What follows belongs to an exercise in optimizing a design on an open flow for small area, a short achievable clock period and few clock cycles; a production flow would make more cautious choices.
In this exercise RTL edits were held to simulation tests only and were not proved equivalent to the original.

$ cat config.mk
export PLATFORM = sky130hd
export DESIGN_NAME = pipe_exe_md
export DESIGN_NICKNAME = pipe_exe_md
export VERILOG_FILES = /design/flow/design.v
export SDC_FILE = /design/flow/constraint.sdc
export NUM_CORES = 4
export LEC_CHECK = 0
export ABC_AREA = 1
export CAP_MARGIN = 10
export CORE_MARGIN = 2
export CORE_UTILIZATION = 40
export SETUP_SLACK_MARGIN = 1.25
export SLEW_MARGIN = 10
$ cat constraint.sdc
create_clock -name core_clock -period 9.0 [get_ports {clock}]
set_input_delay 1.8000 -clock core_clock [delete_from_list [all_inputs] [get_ports {clock}]]
set_output_delay 1.8000 -clock core_clock [all_outputs]
set_load 0.01 [all_outputs]
$ cat design.v
module pipe_exe_md #(
  parameter logic [31:0] DIV0_LO = 32'hFFFFFFFF
) (
  input  logic        clock,
  input  logic        resetn,
  input  logic        ebubble,
  input  logic [3:0]  ealuc,
  input  logic        ealuimm,
  input  logic        eshift,
  input  logic        ejal,
  input  logic [3:0]  emd,
  input  logic [31:0] ea,
  input  logic [31:0] eb,
  input  logic [31:0] eimm,
  input  logic [31:0] esa,
  input  logic [31:0] epc4,
  input  logic [4:0]  ern0,
  output logic [31:0] ealu,
  output logic [4:0]  ern,
  output logic        md_stall
);
  localparam logic [3:0] MD_MULT  = 4'd1;
  localparam logic [3:0] MD_MULTU = 4'd2;
  localparam logic [3:0] MD_DIV   = 4'd3;
  localparam logic [3:0] MD_DIVU  = 4'd4;
  localparam logic [3:0] MD_MFHI  = 4'd5;
  localparam logic [3:0] MD_MFLO  = 4'd6;
  localparam logic [3:0] MD_MTHI  = 4'd7;
  localparam logic [3:0] MD_MTLO  = 4'd8;
  logic [31:0] hi_q, lo_q;
  logic        hx_q;          
  logic        bprev_q;       
  logic [32:0] d_q;           
  logic        busy_q;
  logic        mul_q;         
  logic        sgn_q;         
  logic        fix_q;         
  logic        fixing_q;      
  logic        negq_q, negr_q;
  logic [3:0]  cnt_q;         
  logic [31:0] aluA, aluB, aluRes;
  assign aluA = eshift  ? esa  : ea;
  assign aluB = ealuimm ? eimm : eb;
  logic        aluSub;
  logic [31:0] aluBx, aluSum, aluP, aluG;
  assign aluSub  = (ealuc[2:0] == 3'b100);
  assign aluBx   = aluB ^ {32{aluSub}};
  pem_ks32 u_alu_add (.a(aluA), .b(aluBx), .cin(aluSub), .s(aluSum), .p(aluP), .g(aluG));
  logic        shLeft, shFill;
  logic [31:0] shIn, shOut, shRes;
  logic [32:0] shWide;
  assign shLeft = ~ealuc[2];
  assign shFill = ealuc[2] & ealuc[3] & aluB[31];
  always_comb begin
    for (int i = 0; i < 32; i++) shIn[i] = shLeft ? aluB[31-i] : aluB[i];
  end
  assign shWide = 33'($signed({shFill, shIn}) >>> aluA[4:0]);
  assign shOut  = shWide[31:0];
  always_comb begin
    for (int i = 0; i < 32; i++) shRes[i] = shLeft ? shOut[31-i] : shOut[i];
  end
  always_comb begin
    aluRes = 32'd0;
    case (ealuc[1:0])
      2'b00: aluRes = aluSum;
      2'b01: aluRes = ealuc[2] ? (aluP | aluG) : aluG;
      2'b10: aluRes = ealuc[2] ? {aluB[15:0], 16'd0} : aluP;
      2'b11: aluRes = shRes;
      default: aluRes = 32'd0;
    endcase
  end
  logic [31:0] pc8;
  pem_add #(30) u_pc8 (.a(epc4[31:2]), .b(30'd0), .cin(1'b1), .s(pc8[31:2]));
  assign pc8[1:0] = epc4[1:0];
  always_comb begin
    ealu = aluRes;
    ern  = ern0;
    if (ejal) begin
      ealu = pc8;
      ern  = 5'd31;
    end else if (emd == MD_MFHI) begin
      ealu = hi_q;
    end else if (emd == MD_MFLO) begin
      ealu = lo_q;
    end
  end
  logic isMul, isDiv, isHL, start;
  assign isMul = !ebubble && (emd == MD_MULT || emd == MD_MULTU);
  assign isDiv = !ebubble && (emd == MD_DIV  || emd == MD_DIVU);
  assign isHL  = !ebubble && (emd == MD_MFHI || emd == MD_MFLO ||
                              emd == MD_MTHI || emd == MD_MTLO);
  assign md_stall = resetn && busy_q && isHL;
  logic        dSigned, aNeg, bNeg;
  logic [31:0] absA, absB;
  logic [5:0]  zA, zB;
  logic [5:0]  sh;            
  logic        bZero, qZero;
  logic [32:0] dAlign;
  function automatic logic [5:0] clz32(input logic [31:0] x);
    logic [15:0]      z1;
    logic [15:0]      c1;
    logic [7:0]       z2;
    logic [7:0][1:0]  c2;
    logic [3:0]       z3;
    logic [3:0][2:0]  c3;
    logic [1:0]       z4;
    logic [1:0][3:0]  c4;
    logic             z5;
    logic [4:0]       c5;
    for (int i = 0; i < 16; i++) begin
      z1[i] = ~(x[2*i+1] | x[2*i]);
      c1[i] = ~x[2*i+1];
    end
    for (int i = 0; i < 8; i++) begin
      z2[i] = z1[2*i+1] & z1[2*i];
      c2[i] = z1[2*i+1] ? {1'b1, c1[2*i]} : {1'b0, c1[2*i+1]};
    end
    for (int i = 0; i < 4; i++) begin
      z3[i] = z2[2*i+1] & z2[2*i];
      c3[i] = z2[2*i+1] ? {1'b1, c2[2*i]} : {1'b0, c2[2*i+1]};
    end
    for (int i = 0; i < 2; i++) begin
      z4[i] = z3[2*i+1] & z3[2*i];
      c4[i] = z3[2*i+1] ? {1'b1, c3[2*i]} : {1'b0, c3[2*i+1]};
    end
    z5 = z4[1] & z4[0];
    c5 = z4[1] ? {1'b1, c4[0]} : {1'b0, c4[1]};
    clz32 = z5 ? 6'd32 : {1'b0, c5};
  endfunction
  function automatic logic [31:0] cneg32(input logic [31:0] x, input logic neg);
    logic below;
    below = 1'b0;
    for (int i = 0; i < 32; i++) begin
      cneg32[i] = x[i] ^ (neg & below);
      below = below | x[i];
    end
  endfunction
  assign dSigned = (emd == MD_DIV);
  assign aNeg  = dSigned && ea[31];
  assign bNeg  = dSigned && eb[31];
  assign absA  = cneg32(ea, aNeg);
  assign absB  = cneg32(eb, bNeg);
  assign zA    = clz32(absA);
  assign zB    = clz32(absB);
  assign bZero = (eb == 32'd0);
  assign qZero = (zA > zB);
  assign sh    = zB - zA;
  assign dAlign = {absB, 1'b0} << {sh[5:1], 1'b0};
  function automatic logic [83:0] csa42(input logic [41:0] x, input logic [41:0] y,
                                        input logic [41:0] z);
    logic [41:0] sm, cy;
    sm = x ^ y ^ z;
    cy = (x & y) | (x & z) | (y & z);
    csa42 = {cy[40:0], 1'b0, sm};
  endfunction
  logic [41:0] accX, aX, mSum, negs;
  logic [3:0][41:0] pp;
  logic [3:0]  bNegD;
  logic [8:0]  bWin;
  logic [83:0] l1a, l1b, l2, l3;
  assign accX = {{9{hx_q}}, hi_q};
  assign aX   = {{10{sgn_q & d_q[31]}}, d_q[31:0]};
  assign bWin = fixing_q ? 9'b000000010 : {lo_q[7:0], bprev_q};
  always_comb begin
    for (int i = 0; i < 4; i++) begin
      logic b0, b1, b2;
      logic [41:0] m;
      b0 = bWin[2*i];
      b1 = bWin[2*i+1];
      b2 = bWin[2*i+2];
      m = ((b1 ^ b0) ? aX : 42'd0) |
          (((b2 & ~b1 & ~b0) | (~b2 & b1 & b0)) ? {aX[40:0], 1'b0} : 42'd0);
      bNegD[i] = b2;
      pp[i] = (m ^ {42{b2}}) << (2 * i);
    end
    pp[1][0] = bNegD[0];
    pp[2][2] = bNegD[1];
    pp[3][4] = bNegD[2];
    negs = {35'd0, bNegD[3], 6'd0};
  end
  assign l1a = csa42(accX, pp[0], pp[1]);
  assign l1b = csa42(pp[2], pp[3], negs);
  assign l2  = csa42(l1a[41:0], l1a[83:42], l1b[41:0]);
  assign l3  = csa42(l2[41:0], l2[83:42], l1b[83:42]);
  pem_add #(42) u_madd (.a(l3[41:0]), .b(l3[83:42]), .cin(1'b0), .s(mSum));
  logic [33:0] t1, t2;
  logic        q1, q2;
  logic [31:0] r1, r2;
  pem_add #(34) u_sub1 (.a({2'b0, hi_q}), .b(~{1'b0, d_q}), .cin(1'b1), .s(t1));
  assign q1 = ~t1[33];
  assign r1 = q1 ? t1[31:0] : hi_q;
  pem_add #(34) u_sub2 (.a({2'b0, r1}), .b(~{2'b0, d_q[32:1]}), .cin(1'b1), .s(t2));
  assign q2 = ~t2[33];
  assign r2 = q2 ? t2[31:0] : r1;
  logic mulRun, mulFix, divRun, divFix, lastCyc, writeHi, writeLo;
  logic divImm, run;
  assign run     = busy_q & !isMul & !isDiv;
  assign lastCyc = (cnt_q == 4'd0);
  assign mulRun  = run &  mul_q & !fixing_q;
  assign mulFix  = run &  mul_q &  fixing_q;
  assign divRun  = run & !mul_q & !fixing_q;
  assign divFix  = run & !mul_q &  fixing_q;
  assign divImm  = bZero | qZero;
  assign writeHi = !busy_q && !ebubble && (emd == MD_MTHI);
  assign writeLo = !busy_q && !ebubble && (emd == MD_MTLO);
  always_ff @(posedge clock or negedge resetn) begin
    if (!resetn) begin
      busy_q   <= 1'b0;
      mul_q    <= 1'b0;
      sgn_q    <= 1'b0;
      fix_q    <= 1'b0;
      fixing_q <= 1'b0;
      negq_q   <= 1'b0;
      negr_q   <= 1'b0;
      cnt_q    <= 4'd0;
    end else if (isMul) begin
      busy_q   <= 1'b1;
      mul_q    <= 1'b1;
      sgn_q    <= (emd == MD_MULT);
      fix_q    <= (emd == MD_MULTU) && eb[31];
      fixing_q <= 1'b0;
      cnt_q    <= 4'd3;
    end else if (isDiv) begin
      busy_q   <= !divImm || aNeg;
      mul_q    <= 1'b0;
      fix_q    <= aNeg || bNeg;
      fixing_q <= divImm;
      negq_q   <= !divImm && (aNeg ^ bNeg);
      negr_q   <= aNeg;
      cnt_q    <= divImm ? 4'd0 : 4'(sh[5:1]);
    end else if (busy_q) begin
      if (!lastCyc) begin
        cnt_q <= cnt_q - 4'd1;
      end else if (fix_q && !fixing_q) begin
        fixing_q <= 1'b1;
      end else begin
        fixing_q <= 1'b0;
        busy_q   <= 1'b0;
      end
    end
  end
  always_ff @(posedge clock) begin
    if (isMul) begin
      d_q <= {1'b0, ea};
    end else if (isDiv) begin
      d_q <= dAlign;
    end else if (divRun) begin
      d_q <= {2'b0, d_q[32:2]};
    end
  end
  always_ff @(posedge clock or negedge resetn) begin
    if (!resetn) begin
      hx_q    <= 1'b0;
      bprev_q <= 1'b0;
    end else if (isMul) begin
      hx_q    <= 1'b0;
      bprev_q <= 1'b0;
    end else if (mulRun) begin
      hx_q    <= mSum[40];
      bprev_q <= lo_q[7];
    end
  end
  logic selHiAbs, selHiKeep, selLoDz, selLoKeep, selLoEa;
  logic [31:0] hiD, loD;
  assign selHiAbs  = isDiv | writeHi;
  assign selHiKeep = divFix | (!isMul & !isDiv & !busy_q & !writeHi);
  assign selLoDz   = isDiv & bZero;
  assign selLoEa   = writeLo;
  assign selLoKeep = divFix | (!isMul & !isDiv & (mulFix | (!busy_q & !writeLo)));
  always_comb begin
    hiD = ({32{selHiAbs}}  & absA)
        | ({32{mulRun}}    & mSum[39:8])
        | ({32{mulFix}}    & mSum[31:0])
        | ({32{divRun}}    & r2)
        | ({32{selHiKeep}} & cneg32(hi_q, divFix & negr_q));
    loD = ({32{isMul}}     & eb)
        | ({32{selLoDz}}   & DIV0_LO)
        | ({32{mulRun}}    & {mSum[7:0], lo_q[31:8]})
        | ({32{divRun}}    & {lo_q[29:0], q1, q2})
        | ({32{selLoEa}}   & ea)
        | ({32{selLoKeep}} & cneg32(lo_q, divFix & negq_q));
  end
  always_ff @(posedge clock or negedge resetn) begin
    if (!resetn) begin
      hi_q <= 32'd0;
      lo_q <= 32'd0;
    end else begin
      hi_q <= hiD;
      lo_q <= loD;
    end
  end
endmodule
module pem_add #(
  parameter int N = 32
) (
  input  logic [N-1:0] a,
  input  logic [N-1:0] b,
  input  logic         cin,
  output logic [N-1:0] s
);
  logic [N-1:0] p, g, pp, gg;
  always_comb begin
    p = a ^ b;
    g = a & b;
    gg = g;
    pp = p;
    gg[0] = g[0] | (p[0] & cin);
    for (int d = 1; d < N; d = d * 2) begin
      for (int i = 2 * d - 1; i < N; i = i + 2 * d) begin
        gg[i] = gg[i] | (pp[i] & gg[i-d]);
        pp[i] = pp[i] & pp[i-d];
      end
    end
    for (int d = 64; d >= 1; d = d / 2) begin
      for (int i = 3 * d - 1; i < N; i = i + 2 * d) begin
        gg[i] = gg[i] | (pp[i] & gg[i-d]);
        pp[i] = pp[i] & pp[i-d];
      end
    end
    s[0] = p[0] ^ cin;
    for (int i = 1; i < N; i++) s[i] = p[i] ^ gg[i-1];
  end
endmodule
module pem_ks32 (
  input  logic [31:0] a,
  input  logic [31:0] b,
  input  logic        cin,
  output logic [31:0] s,
  output logic [31:0] p,
  output logic [31:0] g
);
  logic [31:0] gg, pp, gn, pn;
  always_comb begin
    p = a ^ b;
    g = a & b;
    gg = g;
    pp = p;
    gg[0] = g[0] | (p[0] & cin);
    for (int d = 1; d < 32; d = d * 2) begin
      gn = gg;
      pn = pp;
      for (int i = d; i < 32; i++) begin
        gn[i] = gg[i] | (pp[i] & gg[i-d]);
        pn[i] = pp[i] & pp[i-d];
      end
      gg = gn;
      pp = pn;
    end
    s[0] = p[0] ^ cin;
    for (int i = 1; i < 32; i++) s[i] = p[i] ^ gg[i-1];
  end
endmodule
$ cat flow/run.sh
#!/bin/bash
# The standard layout, with two changes to how the layout is made:
#  - the port buffers are buf_2 cells instead of the slow delay buffer that
#    buffer_ports picks by default (every port still gets its own buffer);
#  - the resizer may change a cell's footprint when it sizes gates.
# Synthesis is the standard one, unchanged.
set -euo pipefail
export BUFFER_PORTS_ARGS="-buffer_cell sky130_fd_sc_hd__buf_2"
sed 's/CLKGATE_MAP_FILE= /CLKGATE_MAP_FILE= MATCH_CELL_FOOTPRINT=0 /' standard.sh > standard_fp.sh
grep -q 'MATCH_CELL_FOOTPRINT=0' standard_fp.sh
bash standard_fp.sh > standard_flow.log 2>&1
$ cat standard.sh
#!/bin/bash
# synth_recipe.tcl (not shown) runs the flow's synth.tcl, then flattens the netlist and writes it again
# the make line also repeats each setting of config.mk as NAME=value (left out here)
make -C /OpenROAD-flow-scripts/flow DESIGN_CONFIG=/design/flow/config.mk WORK_HOME=/design/flow/orfs CLKGATE_MAP_FILE= SYNTH_SCRIPT=/design/flow/synth_recipe.tcl "${@:-finish}"
==> qor.yml, run 1 <==
rows: 96
criticalPathCategory: "primary input to output pin"
cts-root-buf: "clkbuf_16"
synthTopCellsByArea: "fa_1, nand2_1, ha_1"
syn_area_per_cell_sq_um: 6.67
place_area_sq_um: 30100
maxSlewViolCount: 0
vias_per_cell: 5.96
cp_slowest_cell: "o211ai_1"
route.met2.wl_mm: 55.6
synth_edf_count: 32
finalSetupTns_ns: 0
synth-main-ff-cell: "dfrtp_1"
synth_area_sq_um: 27800
critPathBufInv: 4
dpl.hpwl_mm: 104
die_h_um: 268
critPathMaxStageDelay_ns: 0.47
cts-htree-levels: 3
clock_path_buffers: 2
period_needed_ns: 7.70
highest_layer: "met5"
drtAntennaViolNets: 0
ys_seq_elements: 110
skew_ns: 0.0151
run_status: "no timing/DRC/antenna violations"
ioPinCount: 217
cts_tree: "done"
start_util_pct: 40.5
insertion_delay_ns: 0.39
worstSetupStartpointType: "primary input"
antenna_found_initial: 8
cp.arrival_ns: 5.90
vias: 31642
postSynthCellCount: 4173
hold_viol_final: 0
seq_area_frac_synth_pct: 10.5
path_common_cell: "o21ai_0"
grt_pass1_vias: 28964
dieWidth_um: 268
drt_iter0_drc: 3989
crit_fanout: 21
grt_usage_pct: 35.0
finalSetupViolCount: 0
wl_met3_mm: 14.1
worst_pin_slew_ns: 1.16
cp_cell_sequence: "buf_16 > buf_4 > clkbuf_16 > nand2_1 > o21ai_0 > mux2i_1 > mux2i_1 > nand2_1 > o21ai_0 > o21ai_0 > o21ai_0 > a21oi_1 > a21oi_1 > o211ai_1 > nand3_1 > o21ai_0 > o21ai_0 > nor2_1 > o21ai_0 > buf_2"
synth_warnings: 5
cap_violations: 0
drt_wl_total_mm: 128
max_clock_freq_mhz: 130
m1WireLength_mm: 52.2
cts.sinks: 110
overflow: 0
grt_pass1_wl_mm: 188
post-route-period-util_pct: 85.5
synth-async-reset-ratio_pct: 70.0
relSlewSlack_pct: 22.1
cts_buffers: 9
layout_common_cells: "nand2_1, inv_1, o21ai_0, xor2_1, ha_1"
drt-wirelength-per-cell_um: 24.2
fin_area_sq_um: 31900
dieArea_sq_um: 71700
grt_max_degree: 83
crit_required_ns: 7.20
yosys.area.top_type: "fa_1"
synth_top_area_share_pct: 11.3
gp_congestion: 1.03
endpoint_kind: "output pin"
drive_gt1_share_pct: 15.8
area_growth_pct: 14.6
cts_hold_buf: 0
drtPass1Iterations: 7
route.detailed.drc: 0
final_common_cell: "nand2_1"
synth_cell_types: 67
critPathTopFamily: "compound AO/OA/AOI/OAI gates"
syn_nets: 4736
portBuffers: 216
nets: 4928
core_sq_um: 68700
clk_pin_slew_ns: 0.09
rsz0062_at_grt: "yes"
hold_path_class: "register to register"
-- cell usage after synthesis (all sizes together) (18+ instances only) --
master	instances
nand2	824
a21o	18
dfrtp	77
nor2	253
nand3	218
nand4	30
a21oi	201
edfxtp	32
a31oi	28
buf	32
inv	567
xnor2	58
o22ai	207
xor2	235
o211ai	98
nor3	40
fa	157
mux2i	52
o221ai	29
o21ai	454
clkbuf	185
a221oi	28
ha	227
-- tightest hold or removal path, cell delays in order, from the launching register on --
cell and delay, ns:
dfxtp_1 0.32, nand3_1 0.07, nand2_1 0.05
-- flip-flops by register name, summed over array words and instances, names as in the netlist, 4 cells and up --
| register | cells |
|---|---|
| lo_q | 32 |
| hi_q | 32 |
| d_q | 33 |
| cnt_q | 4 |
-- kinds of logic (layout without fill, tap and decap cells) --
group / after synthesis / count (layout) / synth area share [%]
xor gates and xnor gates: 293 / 293 / 9.25
adders and majority gates: 384 / 384 / 21.5
other: 0 / 6 / 0
AOI/OAI and AO/OA: 1150 / 1150 / 24.6
buffers and inverters: 794 / 991 / 10.8
muxes: 52 / 52 / 1.87
DFF: 110 / 110 / 10.5
and+or+nand+nor: 1390 / 1390 / 21.5
-- final timing paths --
kind | slack [ns] | endpoint | from | cells after the start
setup / recovery | 1.30 | ealu[8] | ealuimm | 20
hold / removal | 0.48 | d_q[32]$_SDFFE_PP0P_ | d_q[32]$_SDFFE_PP0P_ | 2
hold reg to reg | 0.48 | d_q[32]$_SDFFE_PP0P_ | d_q[32]$_SDFFE_PP0P_ | 2
setup reg to reg | 1.72 | hi_q[30]$_DFF_PN0_ | fixing_q$_DFFE_PN0P_ | 41
min in group asynchronous | 1.27 | hi_q[27]$_DFF_PN0_ | resetn | 1
max in group asynchronous | 6.37 | hi_q[3]$_DFF_PN0_ | resetn | 2
-- metal layers --
metal / up-vias / GRT usage [%]
met1: 15052 / 46.9
met4: 12 / 14.6
met3: 297 / 7.34
met2: 1734 / 54.5
met5: - / 0
li1: 14547 / -
-- through the flow --
stage	utilization, %	cells	worst slack (ns)	hold WS (ns)
final	46.4	5307	1.30	0.481
after CTS	44.7	5237	1.17	0.478
after global placement	43.8	5214	0.325	0.462
after floorplan	-	4173	1.31	0.450
after global routing	46.4	5301	1.11	0.498
after detailed placement	43.8	5214	0.302	0.465
-- final cells by class --
class | instances | area (sq um)
diodes | 6 | 15.0
repair inverters | 3 | 20.0
clock buffers | 9 | 225
well taps | 931 | 1160
inverters | 577 | 2210
fillers | 7289 | 36800
repair buffers | 395 | 2710
multi-input cells | 3269 | 22600
flip-flops and latches | 110 | 2910
clock inverters | 7 | 63.8
-- repair_timing --
item	in CTS	in global routing
gates cloned	0	8
setup endpoints to repair	56	94
pin swaps	14	63
gates resized for setup	78	178
setup buffers	7	56
Testbench counts, summed over its fixed seeds: cycles 31,588.
==> run 2: changes to the inputs <==
--- a/config.mk
+++ b/config.mk
@@ -9,5 +9,6 @@
 export CAP_MARGIN = 10
 export CORE_MARGIN = 2
 export CORE_UTILIZATION = 40
-export SETUP_SLACK_MARGIN = 1.25
+export PLACE_DENSITY = 0.75
+export SETUP_SLACK_MARGIN = 1.5
 export SLEW_MARGIN = 10
==> run 2 against run 1 <==
  * Highest routed layer unchanged
  * Clock-buffer cell count stayed put
  * Critical path type unchanged
  * Synthesized cell count stayed put
  * First-iteration DRC count rose by 27%
  * Maximum frequency up 2.3%
  * Global-route usage decreased by 0.80 points
  * Flip-flop and latch count unchanged
  * Critical endpoint is now ealu[30]
  * Cell area grew 1.9%
  * Synthesized area stayed put
  * Via count up 4.0%
  * Sequential share of layout area fell by 0.16 points
  * Hold slack worse by 0.0024 ns
  * Clock skew is 0.0049 ns higher
==> qor.yml, run 2 <==
run_status: "no timing/DRC/antenna violations"
rows: 96
route.detailed.drc: 0
overflow: 0
skew_ns: 0.0199
die_h_um: 268
synth_edf_count: 32
hp-start: "d_q[32]$_SDFFE_PP0P_"
grt_pass1_wl_mm: 185
criticalPathCategory: "primary input to output pin"
worstSetupStartpointType: "primary input"
vias_per_cell: 6.19
drt_iter0_drc: 5059
grt_pass1_vias: 29853
dieArea_sq_um: 71700
yosys.area_share.xor_xnor_pct: 9.25
r2r_start: "hi_q[0]$_DFF_PN0_"
r2r_end: "hi_q[31]$_DFF_PN0_"
drt_wl_total_mm: 129
insertion_delay_ns: 0.38
endpoint_kind: "output pin"
grt_util_met3_pct: 10.1
max_clock_freq_mhz: 133
cts.sinks: 110
fin_area_sq_um: 32500
post-route-period-util_pct: 83.6
crit_fanout: 27
synthTopCellsByArea: "fa_1, nand2_1, ha_1"
start_util_pct: 40.5
synth_top_family_by_area: "compound AO/OA/AOI/OAI gates"
period_needed_ns: 7.52
nets: 4932
synth-main-ff-cell: "dfrtp_1"
maxSlewViolCount: 0
grt-busiest-layer: "met2"
cap_violations: 0
antenna_found_initial: 18
r2r_slack_ns: 1.77
ioPinCount: 217
finalSetupViolCount: 0
syn_nets: 4736
clock_path_buffers: 2
use_met1_pct: 44.4
drtAntennaViolNets: 0
num-fill-cells: 7018
synth.most_common_cell: "nand2_1"
crit_required_ns: 7.20
cts_hold_buf: 0
grt_usage_pct: 34.2
synth-async-reset-ratio_pct: 70.0
whs_endpoint: "d_q[32]$_SDFFE_PP0P_"
vias: 32900
synthTopCellsByCount: "nand2_1, inv_1, o21ai_0"
yosys.area.top_type: "fa_1"
relSlewSlack_pct: 12.3
cts-root-buf: "clkbuf_16"
cts_buffers: 9
top_register: "d_q"
min_path_cells: 2
synthSimpleGateAreaFrac_pct: 21.5
synth_warnings: 5
drive_gt1_share_pct: 17.6
cts-htree-levels: 3
rsz0062_at_grt: "yes"
area_growth_pct: 16.8
drt-wirelength-per-cell_um: 24.2
synthAdderAreaFrac_pct: 21.5
portBuffers: 216
grt_max_degree: 70
muxShareOfSynthArea_pct: 1.87
cts_tree: "done"
cp.arrival_ns: 5.72
dieWidth_um: 268
final_common_cell: "nand2_1"
seq_area_frac_synth_pct: 10.5
syn_area_per_cell_sq_um: 6.67
hold_path_class: "register to register"
clk_pin_slew_ns: 0.08
largest_reg_flops: 33
synth_compound_area_share_pct: 24.6
gp_congestion: 1.09
synth_area_sq_um: 27800
dpl.hpwl_mm: 100
ys_seq_elements: 110
core_sq_um: 68700
ff2ff_path_depth: 50
finalSetupTns_ns: 0
hold_viol_final: 0
layout_common_cells: "nand2_1, inv_1, o21ai_0, xor2_1, ha_1"
synth_top_area_share_pct: 11.3
top_regs: "d_q x33, hi_q x32, lo_q x32"
synth_cell_types: 67
place_area_sq_um: 29900
postSynthCellCount: 4173
utilization_pct: 47.3
use_met2_pct: 50.7
worst_pin_slew_ns: 1.31
drtPass1Iterations: 8
==> run 2: kinds of logic (layout without fill, tap and decap cells) <==
kind of cell | count (synthesis) | after routing
other | 0 | 8
adders and majority gates | 384 | 384
and+or+nand+nor | 1390 | 1391
xor gates and xnor gates | 293 | 293
buffers and inverters | 794 | 993
DFF | 110 | 110
muxes | 52 | 52
AOI/OAI and AO/OA | 1150 | 1151
==> run 2: worst max-delay path: stages <==
cell      delay [ns]
buf_6           0.16
buf_4           0.20
o21ai_0         0.52
inv_1           0.11
ha_1            0.39
a21oi_2         0.18
nand2_2         0.08
nand4_1         0.09
nand2_2         0.08
nand2_2         0.07
nand2_2         0.05
a21oi_2         0.13
o21bai_1        0.08
nand2_1         0.08
inv_2           0.05
o21ai_2         0.14
nand2_2         0.10
nand3_4         0.08
nand2_4         0.06
a21oi_4         0.21
o21ai_2         0.09
or2_4           0.25
a21oi_1         0.14
o22ai_1         0.09
nand2_1         0.11
o21ai_2         0.08
o21ai_1         0.13
buf_2           0.14
==> run 2: repair_timing <==
action                                  CTS  global route
setup buffers                            35            55
pin swaps                                38            98
cloned                                    6             8
endpoints found under the setup margin   97            97
gates resized for setup                 166           222
==> run 2: cell type report <==
cell class / instances / area, sq um / share of cell area [%]
multi-input combinational: 3271 / 23100 / 71.0
timing repair inverter: 4 / 25.0 / 0.0770
timing repair buffer: 396 / 2780 / 8.57
inverter: 577 / 2210 / 6.81
sequential: 110 / 2910 / 8.97
clock inverter: 7 / 78.8 / 0.243
antenna: 8 / 20.0 / 0.0616
clock buffer: 9 / 225 / 0.693
tap: 931 / 1160 / 3.59
==> run 2: worst max path at each step <==
stage                  start  endpoint  slack, ns  cells after the start
finish                eshift  ealu[30]       1.48                     28
global route        ealuc[0]  ealu[30]       1.27                     33
CTS                  ealuimm  ealu[29]       1.49                     32
detailed placement   ealuimm  ealu[29]       0.39                     32
global placement     ealuimm  ealu[31]       0.52                     30
floorplan             eshift  ealu[29]       1.49                     27
==> run 2: through the flow <==
step,std cells,hold slack (ns),setup slack (ns)
5_1_grt,5308,0.501,1.27
2_1_floorplan,4173,0.450,1.49
4_1_cts,5242,0.477,1.49
3_3_place_gp,5185,0.465,0.517
3_5_place_dp,5185,0.463,0.386
6_report,5313,0.478,1.48
==> run 2: routing by layer <==
metal  vias to the layer above  part of all wire (%)  routed length [um]
met5                         -                  0.11                 147
met4                        24                   6.9                8880
met3                       566                    14               18600
met2                      2547                    41               52900
met1                     15208                    37               48100
li1                      14555                     -                   -
==> run 3: changes to the inputs <==
--- a/config.mk
+++ b/config.mk
@@ -9,6 +9,6 @@
 export CAP_MARGIN = 10
 export CORE_MARGIN = 2
 export CORE_UTILIZATION = 40
-export PLACE_DENSITY = 0.75
+export GPL_ROUTABILITY_DRIVEN = 0
 export SETUP_SLACK_MARGIN = 1.5
 export SLEW_MARGIN = 10
==> run 3 against run 2 <==
  * Still clean on timing, DRC and antenna
  * Clock-buffer cell count is 2 higher
  * Non-clock buffer count grew 36
  * Critical path type unchanged
  * Critical endpoint is now ealu[2]
==> qor.yml, run 3 <==
run_status: "no timing/DRC/antenna violations"
start_util_pct: 40.5
seq_area_frac_synth_pct: 10.5
period_needed_ns: 7.65
yosys.area.top_type: "fa_1"
antenna_found_initial: 6
area_growth_pct: 17.2
multi_input_area_sq_um: 23000
drtAntennaViolNets: 0
synth_cell_types: 67
drive_gt1_share_pct: 18.0
syn_area_per_cell_sq_um: 6.67
r2r_slack_ns: 1.83
synthTopCellsByCount: "nand2_1, inv_1, o21ai_0"
final_common_cell: "nand2_1"
cts-root-buf: "clkbuf_16"
top_register: "d_q"
synthTopCellsByArea: "fa_1, nand2_1, ha_1"
cts_hold_buf: 0
ioPinCount: 217
clock_path_buffers: 2
finalSetupTns_ns: 0
whs_endpoint: "d_q[32]$_SDFFE_PP0P_"
grt_usage_pct: 34.2
r2r_start: "d_q[4]$_DFFE_PP_"
synth_edf_count: 32
grt_pass1_wl_mm: 185
endpoint_kind: "output pin"
core_sq_um: 68700
postSynthCellCount: 4173
dieWidth_um: 268
worstSetupStartpointType: "primary input"
grt_pass1_vias: 29588
insertion_delay_ns: 0.39
dieArea_sq_um: 71700
vias_per_cell: 5.97
hold_viol_final: 0
maxSlewViolCount: 0
drt-wirelength-per-cell_um: 23.5
synth_area_sq_um: 27800
cp.arrival_ns: 5.85
drtPass1Iterations: 8
num-fill-cells: 7172
route.detailed.drc: 0
cts_tree: "done"
crit_fanout: 24
r2r_end: "hi_q[28]$_DFF_PN0_"
worst_pin_slew_ns: 1.32
overflow: 0
cts.sinks: 110
path_common_cell: "buf_4"
rows: 96
dpl.hpwl_mm: 100
cp_slowest_cell: "fa_2"
nets: 4967
seqCellArea_sq_um: 2910
syn_nets: 4736
portBuffers: 216
finalSetupViolCount: 0
ff2ff_path_depth: 49
synth.most_common_cell: "nand2_1"
die_h_um: 268
skew_ns: 0.0184
layout_common_cells: "nand2_1, inv_1, o21ai_0, xor2_1, ha_1"
max_clock_freq_mhz: 131
post-route-period-util_pct: 85.0
relSlewSlack_pct: 11.0
synth_warnings: 5
rsz0062_at_grt: "yes"
cts-htree-levels: 3
grt_max_degree: 101
vias: 31887
utilization_pct: 47.5
hp-start: "d_q[32]$_SDFFE_PP0P_"
ys_seq_elements: 110
synth-main-ff-cell: "dfrtp_1"
cap_violations: 0
drt_iter0_drc: 4054
min_path_cells: 2
cts_buffers: 9
clk_pin_slew_ns: 0.08
critPathMaxStageDelay_ns: 0.39
criticalPathCategory: "primary input to output pin"
synth-async-reset-ratio_pct: 70.0
top_regs: "d_q x33, hi_q x32, lo_q x32"
crit_required_ns: 7.20
drt_wl_total_mm: 126
synth_top_area_share_pct: 11.3
largest_reg_flops: 33
hold_path_class: "register to register"
[run 3: cell counts after synthesis]
No cell type changed its count.
[run 3: through the flow]
stage          hold slack, ns  worst slack (ns)  std cells  area (sq um)
5_1_grt                 0.497              1.16       5340         32600
6_report                0.494              1.35       5342         32600
3_5_place_dp            0.475             0.238       5208         30100
4_1_cts                 0.486              1.42       5270         31300
2_1_floorplan           0.450              1.49       4173         27800
3_3_place_gp            0.463             0.373       5208         30100
[run 3: worst max-delay path: cells and delay by family]
family                     cells  cell delay [ns]
AOI/OAI and AO/OA              5             1.05
adders and majority gates      1             0.39
buffers and inverters         17             2.17
and+or+nand+nor                4             0.44
[run 3: metal layers]
metal	track usage (%)	routed length (um)	vias up	part of all wire, %
met2	52.9	53900	1938	43
met4	16.4	7270	6	5.8
met5	0	40	-	0.032
met1	44.4	49200	14967	39
li1	-	-	14587	-
met3	8.78	15300	389	12
[run 3: final cells by class]
class / count / area share (%)
timing repair buffer: 432 / 9.26
sequential: 110 / 8.92
timing repair inverter: 4 / 0.0921
clock buffer: 11 / 0.810
inverter: 577 / 6.80
multi-input combinational: 3270 / 70.4
antenna: 2 / 0.0153
clock inverter: 5 / 0.119
tap: 931 / 3.57
[run 3: worst max-delay path by stage]
stage | startpoint | to | slack (ns) | depth (start not counted)
2_1_floorplan | eshift | ealu[29] | 1.49 | 27
3_3_place_gp | ealuimm | ealu[28] | 0.37 | 33
3_5_place_dp | ealuimm | ealu[29] | 0.24 | 31
4_1_cts | ealuc[0] | ealu[29] | 1.42 | 32
5_1_grt | eshift | ealu[28] | 1.16 | 32
6_report | eshift | ealu[2] | 1.35 | 27
[run 3: logic make-up after synthesis]
| group | synth area share, % |
|---|---|
| AOI/OAI and AO/OA | 24.6 |
| xor gates and xnor gates | 9.25 |
| adders and majority gates | 21.5 |
| buffers and inverters | 10.8 |
| DFF | 10.5 |
| muxes | 1.87 |
| and+or+nand+nor | 21.5 |
[run 3: repair_timing]
item                                    4_1_cts  5_1_grt
gates resized for setup                     160      206
setup buffers                                42       66
pin swaps                                    32       95
endpoints found under the setup margin       94      100
gates cloned                                  4        4
hold endpoints to repair                      0        0
==> run 4: changes to the inputs <==
--- a/config.mk
+++ b/config.mk
@@ -9,6 +9,6 @@
 export CAP_MARGIN = 10
 export CORE_MARGIN = 2
 export CORE_UTILIZATION = 40
-export GPL_ROUTABILITY_DRIVEN = 0
 export SETUP_SLACK_MARGIN = 1.5
 export SLEW_MARGIN = 10
+export TNS_END_PERCENT = 5
==> run 4 against run 3 <==
  * Still clean
  * Die area unchanged
  * Clock skew is 0.0048 ns lower
  * Cell area decreased by 0.45%
  * Core utilization decreased by 0.21 points
  * Clock-buffer cell count shrank 2
  * First-iteration DRC count shrank 10%
  * Global-route usage is 0.98 points higher
  * Largest cell class unchanged
==> qor.yml, run 4 <==
synth_cell_types: 67
criticalPathCategory: "primary input to output pin"
vias_per_cell: 5.94
top_register: "d_q"
antenna_found_initial: 6
insertion_delay_ns: 0.41
gp_congestion: 1.01
multi_input_area_sq_um: 22800
clk_pin_slew_ns: 0.09
cts_buffers: 9
synthTopCellsByArea: "fa_1, nand2_1, ha_1"
cp.arrival_ns: 5.86
ioPinCount: 217
syn_area_per_cell_sq_um: 6.67
ys_seq_elements: 110
dpl.hpwl_mm: 104
die_h_um: 268
r2r_slack_ns: 1.77
crit_required_ns: 7.20
drt_iter0_drc: 3633
finalSetupTns_ns: 0
num-fill-cells: 7264
max_clock_freq_mhz: 131
core_sq_um: 68700
postSynthCellCount: 4173
synth_top_area_share_pct: 11.3
grt_pass1_vias: 29393
route.detailed.drc: 0
rows: 96
seq_area_frac_synth_pct: 10.5
synth_edf_count: 32
hold_viol_final: 0
nets: 4971
grt_max_degree: 96
syn_nets: 4736
drt_wl_total_mm: 129
vias: 31779
clock_path_buffers: 2
fin_hold_ws_ns: 0.485
largest_reg_flops: 33
crit_fanout: 4
setup_slack_ns: 1.34
overflow: 0
rsz0062_at_grt: "yes"
utilization_pct: 47.3
cts-htree-levels: 3
finalSetupViolCount: 0
dieWidth_um: 268
grt_pass1_wl_mm: 188
synth_warnings: 5
worst_pin_slew_ns: 1.23
worstSetupStartpointType: "primary input"
endpoint_kind: "output pin"
area_growth_pct: 16.7
yosys.area.top_type: "fa_1"
drtPass1Iterations: 6
cts_tree: "done"
drtAntennaViolNets: 0
hold_path_class: "register to register"
relSlewSlack_pct: 16.8
final_common_cell: "nand2_1"
synthTopCellsByCount: "nand2_1, inv_1, o21ai_0"
drive_gt1_share_pct: 17.6
run_status: "no timing/DRC/antenna violations"
cap_violations: 0
synth_area_sq_um: 27800
portBuffers: 216
synth-async-reset-ratio_pct: 70.0
layout_common_cells: "nand2_1, inv_1, o21ai_0, xor2_1, ha_1"
drt-wirelength-per-cell_um: 24.1
cts-root-buf: "clkbuf_16"
synth-main-ff-cell: "dfrtp_1"
dieArea_sq_um: 71700
period_needed_ns: 7.66
top_regs: "d_q x33, hi_q x32, lo_q x32"
seqCellArea_sq_um: 2910
cts_hold_buf: 0
post-route-period-util_pct: 85.1
start_util_pct: 40.5
pre_cts_ws_ns: 0.304
maxSlewViolCount: 0
skew_ns: 0.0136
synth.most_common_cell: "nand2_1"
grt_usage_pct: 35.2
cts.sinks: 110
run 4: layout make-up:
cell class | instances | share of cell area [%]
multi-input combinational | 3269 | 70.2
inverter | 577 | 6.82
timing repair buffer | 435 | 9.40
clock inverter | 7 | 0.197
clock buffer | 9 | 0.694
timing repair inverter | 6 | 0.131
antenna | 2 | 0.0154
tap | 931 | 3.59
sequential | 110 | 8.98
run 4: layer usage:
layer,vias to the layer above,routed length [um],track usage [%]
met5,-,55,0
li1,14613,-,-
met1,15007,52300,46.7
met3,374,13500,7.29
met4,8,7150,16.1
met2,1777,55800,54.8
run 4: repair_timing:
item                                    CTS  global route
buffers inserted                         49            60
endpoints found under the setup margin   96           103
resized for setup                       141           193
pin swaps                                40            63
cloned                                    5             5
run 4: worst paths after layout:
kind                                 startpoint                    to  cells past startpoint
setup reg to reg           fixing_q$_DFFE_PN0P_    hi_q[29]$_DFF_PN0_                     40
min in group asynchronous                resetn    hi_q[27]$_DFF_PN0_                      1
setup / recovery                         eb[27]              ealu[12]                     18
hold reg to reg            d_q[32]$_SDFFE_PP0P_  d_q[32]$_SDFFE_PP0P_                      2
max in group asynchronous                resetn     hi_q[3]$_DFF_PN0_                      2
hold / removal             d_q[32]$_SDFFE_PP0P_  d_q[32]$_SDFFE_PP0P_                      2
run 4: cells by family (layout without fill, tap and decap cells):
family                     after synthesis  after routing  synth area share (%)
AOI/OAI and AO/OA                     1150           1150                  24.6
xor gates and xnor gates               293            293                  9.25
adders and majority gates              384            384                  21.5
buffers and inverters                  794           1034                  10.8
DFF                                    110            110                  10.5
muxes                                   52             52                  1.87
other                                    0              2                     0
and+or+nand+nor                       1390           1390                  21.5
run 4: per-stage QoR:
stage / area, sq um / std cells
2_1_floorplan: 27800 / 4173
6_report: 32500 / 5346
4_1_cts: 31300 / 5279
3_3_place_gp: 30100 / 5209
5_1_grt: 32500 / 5344
3_5_place_dp: 30100 / 5209
run 4: critical path, stage by stage:
cell and delay [ns]:
buf_2 0.16, inv_1 0.15, o21ai_1 0.56, mux2i_1 0.37, mux2i_1 0.29, mux2i_1 0.14, nand2_1 0.07, o21ai_0 0.15
nand2_1 0.09, o21ai_0 0.11, o21ai_0 0.68, nor2_1 0.09, o211ai_1 0.19, o21ai_0 0.11, o211ai_1 0.11, o21ai_0 0.30
o21ai_0 0.30, buf_2 0.18
==> run 5: changes to the inputs <==
--- a/config.mk
+++ b/config.mk
@@ -11,4 +11,3 @@
 export CORE_UTILIZATION = 40
 export SETUP_SLACK_MARGIN = 1.5
 export SLEW_MARGIN = 10
-export TNS_END_PERCENT = 5
==> run 5 against run 4 <==
  * Clock-buffer cell count unchanged
  * Critical path depth grew 11
  * Synthesized cell count unchanged
  * Setup slack improved by 0.17 ns
  * Core utilization fell by 0.50 points
  * Sequential share of layout area is 0.097 points higher
  * Cell area shrank 1.1%
  * Clock skew down 0.0043 ns
  * Die area unchanged
  * Still clean
  * Hold slack worse by 0.0040 ns
  * Cell count shrank 0.65%
==> qor.yml, run 5 <==
grt_max_degree: 71
crit_required_ns: 7.20
overflow: 0
synth_area_sq_um: 27800
drt-wirelength-per-cell_um: 24.1
drive_gt1_share_pct: 17.1
vias: 31784
run_status: "no timing/DRC/antenna violations"
drt_wl_total_mm: 128
dpl.hpwl_mm: 104
cts_hold_buf: 0
criticalPathCategory: "primary input to output pin"
postSynthCellCount: 4173
cp_slowest_cell: "ha_1"
core_sq_um: 68700
cts_tree: "done"
critPathMaxStageDelay_ns: 0.39
top_regs: "d_q x33, hi_q x32, lo_q x32"
max_clock_freq_mhz: 134
endpoint_kind: "output pin"
cts-root-buf: "clkbuf_16"
maxSlewViolCount: 0
grt_pass1_vias: 29507
top_register: "d_q"
syn_nets: 4736
finalSetupViolCount: 0
layout_common_cells: "nand2_1, inv_1, o21ai_0, xor2_1, ha_1"
relSlewSlack_pct: 13.1
hold_viol_final: 0
start_util_pct: 40.5
dieArea_sq_um: 71700
portBuffers: 216
post-route-period-util_pct: 83.2
antenna_found_initial: 5
die_h_um: 268
cp.arrival_ns: 5.69
drt_iter0_drc: 3703
antenna-diode-count: 0
path_common_cell: "nand2_2"
worstSetupStartpointType: "primary input"
ys_seq_elements: 110
period_needed_ns: 7.49
drtAntennaViolNets: 0
synthTopCellsByCount: "nand2_1, inv_1, o21ai_0"
ioPinCount: 217
synth-async-reset-ratio_pct: 70.0
skew_ns: 0.00924
synth-main-ff-cell: "dfrtp_1"
final_common_cell: "nand2_1"
cts.sinks: 110
cap_violations: 0
gp_congestion: 1.03
rsz0062_at_grt: "yes"
finalSetupTns_ns: 0
grt_pass1_wl_mm: 189
critPathBufInv: 5
area_growth_pct: 15.5
nets: 4938
yosys.area.top_type: "fa_1"
synth_warnings: 5
synth.most_common_cell: "nand2_1"
route.detailed.drc: 0
cts-htree-levels: 3
clk_pin_slew_ns: 0.09
synthTopCellsByArea: "fa_1, nand2_1, ha_1"
dieWidth_um: 268
insertion_delay_ns: 0.39
fin_hold_ws_ns: 0.481
synth_cell_types: 67
clock_path_buffers: 2
cts_buffers: 9
largest_reg_flops: 33
synth_edf_count: 32
critPathTopFamily: "compound AO/OA/AOI/OAI gates"
vias_per_cell: 5.98
synth_top_area_share_pct: 11.3
worst_pin_slew_ns: 1.29
crit_fanout: 5
grt_usage_pct: 35.2
syn_area_per_cell_sq_um: 6.67
seq_area_frac_synth_pct: 10.5
hold_path_class: "register to register"
drtPass1Iterations: 7
rows: 96
-- run 5: timing repair --
action / 4_1_cts / 5_1_grt
buffers inserted: 39 / 44
gates cloned: 3 / 2
pin swaps: 42 / 74
endpoints found under the setup margin: 95 / 100
resized for setup: 150 / 174
-- run 5: worst reg2reg max path, delay by kind of cell, from the launching register on --
family                     cells  cell delay (ns)
and+or+nand+nor               22             2.23
xor gates and xnor gates       1             0.21
buffers and inverters          4             0.53
DFF                            1             0.60
adders and majority gates      5             2.06
AOI/OAI and AO/OA             10             1.55
-- run 5: metal layers --
metal  up-vias  wire [um]  global-route usage [%]
li1      14539          -                       -
met1     15053      50800                    46.2
met2      1823      56000                    55.2
met3       361      14100                    7.38
met4         8       7250                    16.5
met5         -         47                       0
-- run 5: cells by family (layout without fill, tap and decap cells) --
| family | after synthesis | in the layout | synth area share, % |
|---|---|---|---|
| multiplexers | 52 | 52 | 1.87 |
| adder cells (fa/ha/maj) | 384 | 384 | 21.5 |
| AO/OA/AOI/OAI | 1150 | 1150 | 24.6 |
| XOR/XNOR | 293 | 293 | 9.25 |
| buffers and inverters | 794 | 1001 | 10.8 |
| AND/OR/NAND/NOR | 1390 | 1390 | 21.5 |
| flip-flops | 110 | 110 | 10.5 |
-- run 5: final timing paths --
path	start	endpoint	slack, ns	cells past startpoint
worst max-delay path	eb[7]	ealu[30]	1.51	29
worst min-delay path	d_q[32]$_SDFFE_PP0P_	d_q[32]$_SDFFE_PP0P_	0.48	2
worst max register to register	fixing_q$_DFFE_PN0P_	hi_q[30]$_DFF_PN0_	1.70	42
worst min register to register	d_q[32]$_SDFFE_PP0P_	d_q[32]$_SDFFE_PP0P_	0.48	2
max in group asynchronous	resetn	hi_q[0]$_DFF_PN0_	6.39	2
min in group asynchronous	resetn	hi_q[20]$_DFF_PN0_	1.38	1
-- run 5: area by class of cell --
| type | instances | area [sq um] |
|---|---|---|
| well taps | 931 | 1160 |
| repair inverters | 5 | 37.5 |
| multi-input cells | 3269 | 22800 |
| clock inverters | 7 | 65.1 |
| fillers | 7332 | 36600 |
| repair buffers | 403 | 2710 |
| inverters | 577 | 2210 |
| flip-flops and latches | 110 | 2910 |
| clock buffers | 9 | 225 |
-- run 5: through the flow --
stage	utilization, %	cell area [sq um]	cells	worst slack, ns
after floorplan	-	27800	4173	1.49
after detailed placement	43.8	30100	5207	0.477
final	46.7	32100	5311	1.51
after CTS	45.4	31200	5265	1.40
after global placement	43.8	30100	5207	0.506
after global routing	46.7	32100	5311	1.10
==> run 6: changes to the inputs <==
--- a/config.mk
+++ b/config.mk
@@ -11,3 +11,4 @@
 export CORE_UTILIZATION = 40
 export SETUP_SLACK_MARGIN = 1.5
 export SLEW_MARGIN = 10
+export TNS_END_PERCENT = 25
==> run 6 against run 5 <==
  * Still clean
  * Hold slack worse by 0.00082 ns
  * Maximum frequency down 0.61%
  * Synthesized area unchanged
  * First-iteration DRC count up 4.3%
  * Via count up 0.62%
  * Synthesized cell count unchanged
  * Core utilization up 0.44 points
  * Flip-flop and latch count unchanged
  * Sequential share of layout area down 0.095 points
  * Critical path type unchanged
==> qor.yml, run 6 <==
cts.sinks: 110
vias_per_cell: 6.00
dieArea_sq_um: 71700
grt_pass1_wl_mm: 192
run_status: "no timing/DRC/antenna violations"
cts_hold_buf: 0
synth-main-ff-cell: "dfrtp_1"
insertion_delay_ns: 0.38
cp_cell_sequence: "buf_4 > buf_8 > inv_6 > buf_12 > nor2_1 > nor2_1 > nand2_1 > o21ai_0 > mux2i_1 > inv_1 > o21ai_0 > nand2_1 > o211ai_1 > o21ai_0 > o211ai_1 > o211ai_1 > a31oi_2 > o211ai_1 > o211ai_1 > o21ai_0 > buf_2"
die_h_um: 268
synth_cell_types: 67
grt_max_degree: 92
clock_path_buffers: 2
layout_common_cells: "nand2_1, inv_1, o21ai_0, xor2_1, ha_1"
syn_nets: 4736
critPathMaxStageDelay_ns: 0.50
drtPass1Iterations: 6
yosys.area.top_type: "fa_1"
relSlewSlack_pct: 9.92
finalSetupTns_ns: 0
setup_slack_ns: 1.46
drt_wl_total_mm: 131
rows: 96
cap_violations: 0
synth_top_area_share_pct: 11.3
grt_usage_pct: 35.9
clk_pin_slew_ns: 0.08
critPathCapture: "ealu[2]"
start_util_pct: 40.5
r2r_slack_ns: 1.82
worstSetupStartpointType: "primary input"
hold_viol_final: 0
maxSlewViolCount: 0
skew_ns: 0.0171
drt_iter0_drc: 3863
synth.most_common_cell: "nand2_1"
synthTopCellsByArea: "fa_1, nand2_1, ha_1"
cp.arrival_ns: 5.74
cts_buffers: 9
post-route-period-util_pct: 83.7
portBuffers: 216
multi_input_area_sq_um: 22800
drtAntennaViolNets: 0
cts-root-buf: "clkbuf_16"
r2r_start: "hi_q[0]$_DFF_PN0_"
ioPinCount: 217
criticalPathCategory: "primary input to output pin"
overflow: 0
area_growth_pct: 16.5
worstSetupStartpoint: "ealuc[2]"
endpoint_kind: "output pin"
final_common_cell: "nand2_1"
gp_congestion: 1.02
utilization_pct: 47.2
place_area_sq_um: 30100
route.detailed.drc: 0
crit_required_ns: 7.20
dieWidth_um: 268
dpl.hpwl_mm: 106
ff2ff_path_depth: 49
core_sq_um: 68700
pre_cts_ws_ns: 0.443
crit_fanout: 46
fin_area_sq_um: 32400
synth_warnings: 5
period_needed_ns: 7.54
grt_pass1_vias: 29610
synth_area_sq_um: 27800
cp_slowest_cell: "o211ai_1"
synthTopCellsByCount: "nand2_1, inv_1, o21ai_0"
synth_edf_count: 32
max_clock_freq_mhz: 133
vias: 31982
top_register: "d_q"
critical_path_depth: 21
seq_area_frac_synth_pct: 10.5
finalSetupViolCount: 0
seqCellArea_sq_um: 2910
drt-wirelength-per-cell_um: 24.6
rsz0062_at_grt: "yes"
r2r_end: "hi_q[4]$_DFF_PN0_"
cts-htree-levels: 3
nets: 4957
syn_area_per_cell_sq_um: 6.67
hold_path_class: "register to register"
worst_pin_slew_ns: 1.34
postSynthCellCount: 4173
critPathBufInv: 6
synth-async-reset-ratio_pct: 70.0
cts_tree: "done"
antenna_found_initial: 5
largest_reg_flops: 33
drive_gt1_share_pct: 17.5
path_common_cell: "o211ai_1"
num-fill-cells: 7254
top_regs: "d_q x33, hi_q x32, lo_q x32"
critPathTopFamily: "compound AO/OA/AOI/OAI gates"
ys_seq_elements: 110
-- run 6: area by class of cell --
cell class / count / area share, %
diodes: 3 / 0.0232
clock buffers: 10 / 0.706
repair buffers: 423 / 9.15
well taps: 931 / 3.59
flip-flops and latches: 110 / 8.98
clock inverters: 6 / 0.293
inverters: 577 / 6.85
repair inverters: 4 / 0.0926
multi-input cells: 3269 / 70.3
-- run 6: how the worst min path moves through the flow --
| stage | end | startpoint | depth (start not counted) | slack [ns] |
|---|---|---|---|---|
| 2_1_floorplan | d_q[32]$_SDFFE_PP0P_ | d_q[32]$_SDFFE_PP0P_ | 2 | 0.45 |
| 3_3_place_gp | d_q[32]$_SDFFE_PP0P_ | d_q[32]$_SDFFE_PP0P_ | 2 | 0.47 |
| 3_5_place_dp | d_q[32]$_SDFFE_PP0P_ | d_q[32]$_SDFFE_PP0P_ | 2 | 0.47 |
| 4_1_cts | d_q[32]$_SDFFE_PP0P_ | d_q[32]$_SDFFE_PP0P_ | 2 | 0.48 |
| 5_1_grt | d_q[32]$_SDFFE_PP0P_ | d_q[32]$_SDFFE_PP0P_ | 2 | 0.50 |
| 6_report | d_q[32]$_SDFFE_PP0P_ | d_q[32]$_SDFFE_PP0P_ | 2 | 0.48 |
-- run 6: kinds of logic after synthesis --
kind of cell	share of synthesized area [%]
AOI/OAI and AO/OA	24.6
xor gates and xnor gates	9.25
adders and majority gates	21.5
buffers and inverters	10.8
DFF	10.5
muxes	1.87
and+or+nand+nor	21.5
-- run 6: per-layer routing --
layer / up-vias / track usage [%] / part of all wire (%)
met5: - / 0 / 0.023
met4: 6 / 17.3 / 5.8
met3: 368 / 7.61 / 11
met2: 1823 / 55.1 / 43
met1: 15204 / 47.9 / 41
li1: 14581 / - / -
-- run 6: timing repair --
action,in CTS,in global routing
cloned,8,2
gates resized for setup,171,157
setup endpoints to repair,96,100
hold endpoints to repair,0,0
buffers inserted,46,53
pin swaps,40,80
-- run 6: worst min-delay path, cell delays in order, from the launching register on --
cell	delay, ns
dfxtp_1	0.32
nand3_1	0.08
nand2_1	0.05
-- run 6: metrics by stage --
| stage | std cells | hold slack, ns |
|---|---|---|
| after floorplan | 4173 | 0.450 |
| after global placement | 5205 | 0.467 |
| after detailed placement | 5205 | 0.468 |
| after CTS | 5275 | 0.482 |
| after global routing | 5330 | 0.503 |
| final | 5333 | 0.481 |
==> run 7: changes to the inputs <==
--- a/design.v
+++ b/design.v
@@ -36,7 +36,7 @@
   logic        sgn_q;         
   logic        fix_q;         
   logic        fixing_q;      
-  logic        negq_q, negr_q;
+  logic        negq_q, negr_q;   
   logic [3:0]  cnt_q;         
   logic [31:0] aluA, aluB, aluRes;
   assign aluA = eshift  ? esa  : ea;
@@ -84,7 +84,7 @@
       ealu = lo_q;
     end
   end
-  logic isMul, isDiv, isHL, start;
+  logic isMul, isDiv, isHL;
   assign isMul = !ebubble && (emd == MD_MULT || emd == MD_MULTU);
   assign isDiv = !ebubble && (emd == MD_DIV  || emd == MD_DIVU);
   assign isHL  = !ebubble && (emd == MD_MFHI || emd == MD_MFLO ||
--- a/config.mk
+++ b/config.mk
@@ -8,7 +8,6 @@
 export ABC_AREA = 1
 export CAP_MARGIN = 10
 export CORE_MARGIN = 2
-export CORE_UTILIZATION = 40
+export CORE_UTILIZATION = 35
 export SETUP_SLACK_MARGIN = 1.5
 export SLEW_MARGIN = 10
-export TNS_END_PERCENT = 25
==> run 7 against run 6 <==
  * Still clean
  * Core utilization is 6.0 points lower
  * Maximum frequency is 0.75% lower
  * Die area is 14% higher
==> qor.yml, run 7 <==
cts-root-buf: "clkbuf_16"
portBuffers: 216
seq_area_frac_synth_pct: 10.5
dieArea_sq_um: 81700
synth.most_common_cell: "nand2_1"
maxSlewViolCount: 0
period_needed_ns: 7.59
ys_seq_elements: 110
skew_ns: 0.0213
grt_max_degree: 75
dieWidth_um: 286
insertion_delay_ns: 0.38
grt_pass1_vias: 29500
drtPass1Iterations: 6
top_regs: "d_q x33, hi_q x32, lo_q x32"
cts_hold_buf: 0
cts_tree: "done"
core_sq_um: 78900
run_status: "no timing/DRC/antenna violations"
postSynthCellCount: 4173
syn_nets: 4736
utilization_pct: 41.2
hold_viol_final: 0
clk_pin_slew_ns: 0.09
drt_wl_total_mm: 130
criticalPathCategory: "primary input to output pin"
synth_cell_types: 67
clock_path_buffers: 2
area_growth_pct: 16.8
pre_cts_ws_ns: 0.350
cts_buffers: 9
die_h_um: 286
grt_pass1_wl_mm: 190
synth_edf_count: 32
finalSetupTns_ns: 0
synth_warnings: 5
rsz0062_at_grt: "yes"
largest_reg_flops: 33
synth_top_area_share_pct: 11.3
antenna_found_initial: 14
synth-main-ff-cell: "dfrtp_1"
max_clock_freq_mhz: 132
worst_pin_slew_ns: 1.28
synth_area_sq_um: 27800
cts.sinks: 110
grt_usage_pct: 30.6
worstSetupStartpointType: "primary input"
setup_slack_ns: 1.41
cp.arrival_ns: 5.79
cap_violations: 0
drive_gt1_share_pct: 17.0
drt_iter0_drc: 3801
final_common_cell: "nand2_1"
layout_common_cells: "nand2_1, inv_1, o21ai_0, xor2_1, ha_1"
overflow: 0
syn_area_per_cell_sq_um: 6.67
endpoint_kind: "output pin"
vias_per_cell: 5.84
crit_required_ns: 7.20
vias: 31762
start_util_pct: 35.3
cts-htree-levels: 3
gp_congestion: 1.02
finalSetupViolCount: 0
relSlewSlack_pct: 13.5
dpl.hpwl_mm: 104
drtAntennaViolNets: 0
crit_fanout: 5
rows: 103
hold_path_class: "register to register"
top_register: "d_q"
drt-wirelength-per-cell_um: 23.8
nets: 4942
ioPinCount: 217
synthTopCellsByCount: "nand2_1, inv_1, o21ai_0"
synth-async-reset-ratio_pct: 70.0
post-route-period-util_pct: 84.4
route.detailed.drc: 0
yosys.area.top_type: "fa_1"
synthTopCellsByArea: "fa_1, nand2_1, ha_1"
==> run 7: cell counts after synthesis <==
No cell type changed its count.
==> run 7: metrics by stage <==
step           hold WS, ns  instance area, sq um  instances
6_report             0.484                 32500       5441
5_1_grt              0.508                 32500       5437
4_1_cts              0.479                 31400       5387
3_5_place_dp         0.466                 30100       5315
3_3_place_gp         0.468                 30100       5315
2_1_floorplan        0.450                 27800       4173
==> run 7: cell type report <==
cell class	count	area, sq um
Timing Repair inverter	3	22.5
Antenna cell	7	17.5
Tap cell	1050	1310
Inverter	577	2210
Multi-Input combinational cell	3269	22800
Clock buffer	9	225
Timing Repair Buffer	409	2880
Fill cell	8458	46400
Clock inverter	7	78.8
Sequential cell	110	2910
==> run 7: kinds of logic after synthesis <==
| logic type | Yosys count | synth area share, % |
|---|---|---|
| and+or+nand+nor | 1390 | 21.5 |
| muxes | 52 | 1.87 |
| adders and majority gates | 384 | 21.5 |
| DFF | 110 | 10.5 |
| AOI/OAI and AO/OA | 1150 | 24.6 |
| xor gates and xnor gates | 293 | 9.25 |
| buffers and inverters | 794 | 10.8 |
==> run 7: layer usage <==
layer / share of wire, % / global-route usage, %
met1: 41 / 40.9
met2: 43 / 47.7
met3: 10 / 6.08
met4: 5.3 / 13.4
met5: 0.036 / 0
==> run 7: path summary, 6_finish.rpt <==
path | start | cells after the start | slack (ns) | end
worst max-delay path | ealuimm | 28 | 1.41 | ealu[2]
worst min-delay path | d_q[32]$_SDFFE_PP0P_ | 2 | 0.48 | d_q[32]$_SDFFE_PP0P_
worst max register to register | hi_q[0]$_DFF_PN0_ | 51 | 1.91 | hi_q[31]$_DFF_PN0_
worst min register to register | d_q[32]$_SDFFE_PP0P_ | 2 | 0.48 | d_q[32]$_SDFFE_PP0P_
max in group asynchronous | resetn | 2 | 6.41 | lo_q[1]$_DFF_PN0_
min in group asynchronous | resetn | 1 | 1.41 | hi_q[22]$_DFF_PN0_
==> run 7: what timing repair did <==
action	CTS	global route
pin swaps	37	77
buffers inserted	52	44
gates cloned	4	3
setup endpoints to repair	92	99
gates resized for setup	167	195
==> run 7: worst max-delay path, cell delays in order <==
cell and delay, ns:
clkbuf_16 0.13, buf_6 0.11, o21ai_4 0.26, xor2_4 0.19, inv_2 0.06, ha_4 0.28, inv_2 0.04, buf_4 0.12
buf_4 0.12, buf_4 0.12, buf_4 0.12, buf_4 0.12, buf_4 0.12, buf_4 0.12, buf_4 0.12, buf_4 0.12
buf_4 0.12, buf_4 0.12, buf_4 0.12, buf_4 0.12, buf_4 0.12, buf_4 0.12, o211ai_1 0.16, a31oi_1 0.11
o211ai_1 0.31, o211ai_1 0.24, o21ai_0 0.13, buf_2 0.16
Testbench counts of run 7, summed over its fixed seeds: cycles 31,588.
==> run 8: changes to the inputs <==
--- a/config.mk
+++ b/config.mk
@@ -8,6 +8,7 @@
 export ABC_AREA = 1
 export CAP_MARGIN = 10
 export CORE_MARGIN = 2
-export CORE_UTILIZATION = 35
+export CORE_UTILIZATION = 40
+export GPL_TIMING_DRIVEN = 0
 export SETUP_SLACK_MARGIN = 1.5
 export SLEW_MARGIN = 10
==> run 8 against run 7 <==
  * Still clean
  * Flip-flop and latch count unchanged
  * Maximum frequency is 5.0% lower
  * Global-route usage grew 11 points
  * Synthesized cell count stayed put
  * Cell count is 2.2% higher
  * Setup slack got worse by 0.40 ns
  * First-iteration DRC count grew 42%
  * Synthesized area is the same
  * Critical path type unchanged
  * Critical endpoint unchanged
==> qor.yml, run 8 <==
run_status: "no timing/DRC/antenna violations"
grt_usage_pct: 41.3
cts_tree: "done"
cp.arrival_ns: 6.19
core_sq_um: 68700
layoutNonFillerInstCount: 5561
area_growth_pct: 24.0
endpoint_kind: "output pin"
criticalPathCategory: "primary input to output pin"
dieArea_sq_um: 71700
multi_input_area_sq_um: 23600
layout_common_cells: "nand2_1, inv_1, o21ai_0, xor2_1, buf_2"
nets: 5186
final_common_cell: "nand2_1"
worstSetupStartpointType: "primary input"
largest_reg_flops: 33
cp_slowest_cell: "fa_2"
synth_top_area_share_pct: 11.3
overflow: 0
cts-root-buf: "clkbuf_16"
utilization_pct: 50.2
finalSetupViolCount: 0
rows: 96
top_register: "d_q"
skew_ns: 0.0232
crit_fanout: 5
synth.most_common_cell: "nand2_1"
relSlewSlack_pct: 12.6
ys_seq_elements: 110
vias_per_cell: 6.19
dpl.hpwl_mm: 121
place_inst: 5318
worst_pin_slew_ns: 1.30
ioPinCount: 217
fin_hold_ws_ns: 0.482
cap_violations: 0
synthTopCellsByCount: "nand2_1, inv_1, o21ai_0"
drive_gt1_share_pct: 21.0
portBuffers: 213
grt_pass1_wl_mm: 215
cts.sinks: 110
start_util_pct: 40.5
drtPass1Iterations: 7
clock_path_buffers: 2
synth_warnings: 5
synth-main-ff-cell: "dfrtp_1"
maxSlewViolCount: 0
cts_buffers: 9
die_h_um: 268
syn_area_per_cell_sq_um: 6.67
rsz0062_at_grt: "yes"
grt_pass1_vias: 31632
top_regs: "d_q x33, hi_q x32, lo_q x32"
synth_area_sq_um: 27800
critPathMaxStageDelay_ns: 0.41
dieWidth_um: 268
max_clock_freq_mhz: 125
synth_edf_count: 32
drt_wl_total_mm: 152
antenna_found_initial: 8
r2r_slack_ns: 1.41
synthTopCellsByArea: "fa_1, nand2_1, ha_1"
hold_path_class: "register to register"
vias: 34438
gp_congestion: 1.08
-- run 8: cell counts after synthesis --
Identical to the previous run, type by type.
-- run 8: what timing repair did --
action | 4_1_cts | 5_1_grt
pin swaps | 97 | 130
setup endpoints to repair | 90 | 99
setup buffers | 157 | 65
gates resized for setup | 547 | 312
cloned | 2 | 1
-- run 8: layout make-up --
class	count	share of cell area [%]
inverters	577	6.54
repair buffers	439	8.73
clock buffers	10	0.664
plain buffers	217	3.44
diodes	2	0.0145
well taps	931	3.38
clock inverters	6	0.319
flip-flops and latches	110	8.45
multi-input cells	3269	68.5
-- run 8: logic make-up after synthesis --
| logic type | count (synthesis) | share of synthesized area [%] |
|---|---|---|
| AO/OA/AOI/OAI | 1150 | 24.6 |
| XOR/XNOR | 293 | 9.25 |
| adder cells (fa/ha/maj) | 384 | 21.5 |
| buffers and inverters | 794 | 10.8 |
| flip-flops | 110 | 10.5 |
| multiplexers | 52 | 1.87 |
| AND/OR/NAND/NOR | 1390 | 21.5 |
-- run 8: stage by stage --
stage	TNS, ns	setup WS, ns	cell area (sq um)
after floorplan	0	1.49	27800
after global placement	-84.14	-2.91	30100
after detailed placement	-83.46	-2.92	30100
after CTS	0	1.12	33100
after global routing	0	0.950	34500
final	0	1.01	34500
-- run 8: metal layers --
layer  track usage [%]  part of all wire [%]  vias up  wire [um]
li1                  -                     -    15063          -
met1              56.2                    40    16398      60100
met2              60.0                    41     2467      61700
met3              11.7                    14      504      20800
met4              19.3                   6.0        6       9180
met5                 0                 0.031        -         47
-- run 8: final timing paths --
check,from,cells after the start,to
min reg2reg,d_q[32]$_SDFFE_PP0P_,2,d_q[32]$_SDFFE_PP0P_
min in group asynchronous,resetn,1,hx_q$_DFFE_PN0P_
min,d_q[32]$_SDFFE_PP0P_,2,d_q[32]$_SDFFE_PP0P_
max,eb[1],31,ealu[2]
max reg2reg,d_q[4]$_DFFE_PP_,51,hi_q[25]$_DFF_PN0_
max in group asynchronous,resetn,2,hi_q[0]$_DFF_PN0_
-- run 8: worst reg2reg max path, delay by kind of cell, from the launching register on --
kind,cells,cell delay [ns]
AND/OR/NAND/NOR,25,2.47
AO/OA/AOI/OAI,13,2.23
buffers and inverters,10,1.37
adder cells (fa/ha/maj),3,0.82
flip-flops,1,0.65

port drivers added, routing unchanged:
No port has a modelled driver above. Below, the same layouts with a new extraction and two added sets of constraints.
Step 1 (the two cells are an assumption about what drives the block):
set clk [get_ports {clock}]
set_driving_cell -lib_cell sky130_fd_sc_hd__clkbuf_16 $clk
set_driving_cell -lib_cell sky130_fd_sc_hd__buf_2 [delete_from_list [all_inputs] $clk]
Step 2 also shifts input and output timing later by t, the mid clock arrival at the registers, as if the neighbouring blocks saw the same clock.
Slacks: ideal / step 1 / step 2; pairs: ideal / step 1.
| run | shift t [ns] | setup WS [ns] | worst setup path at the end |
|---|---|---|---|
| run 1 | 0.435 | 1.301 / 1.172 / 1.172 | input to output |
| run 2 | 0.426 | 1.476 / 1.367 / 1.214 | input to register |
| run 3 | 0.442 | 1.352 / 1.190 / 1.190 | input to output |
| run 4 | 0.459 | 1.339 / 1.271 / 1.271 | input to output |
| run 5 | 0.436 | 1.511 / 1.440 / 1.221 | input to register |
| run 6 | 0.426 | 1.465 / 1.401 / 1.272 | input to register |
| run 7 | 0.428 | 1.408 / 1.308 / 1.308 | input to output |
| run 8 | 0.453 | 1.008 / 0.941 / 0.941 | input to output |
After both steps every run listed still meets setup and hold. For run 5, which loses most, drivers alone change the setup slack by -0.071 ns; drivers and shift together by -0.290 ns.
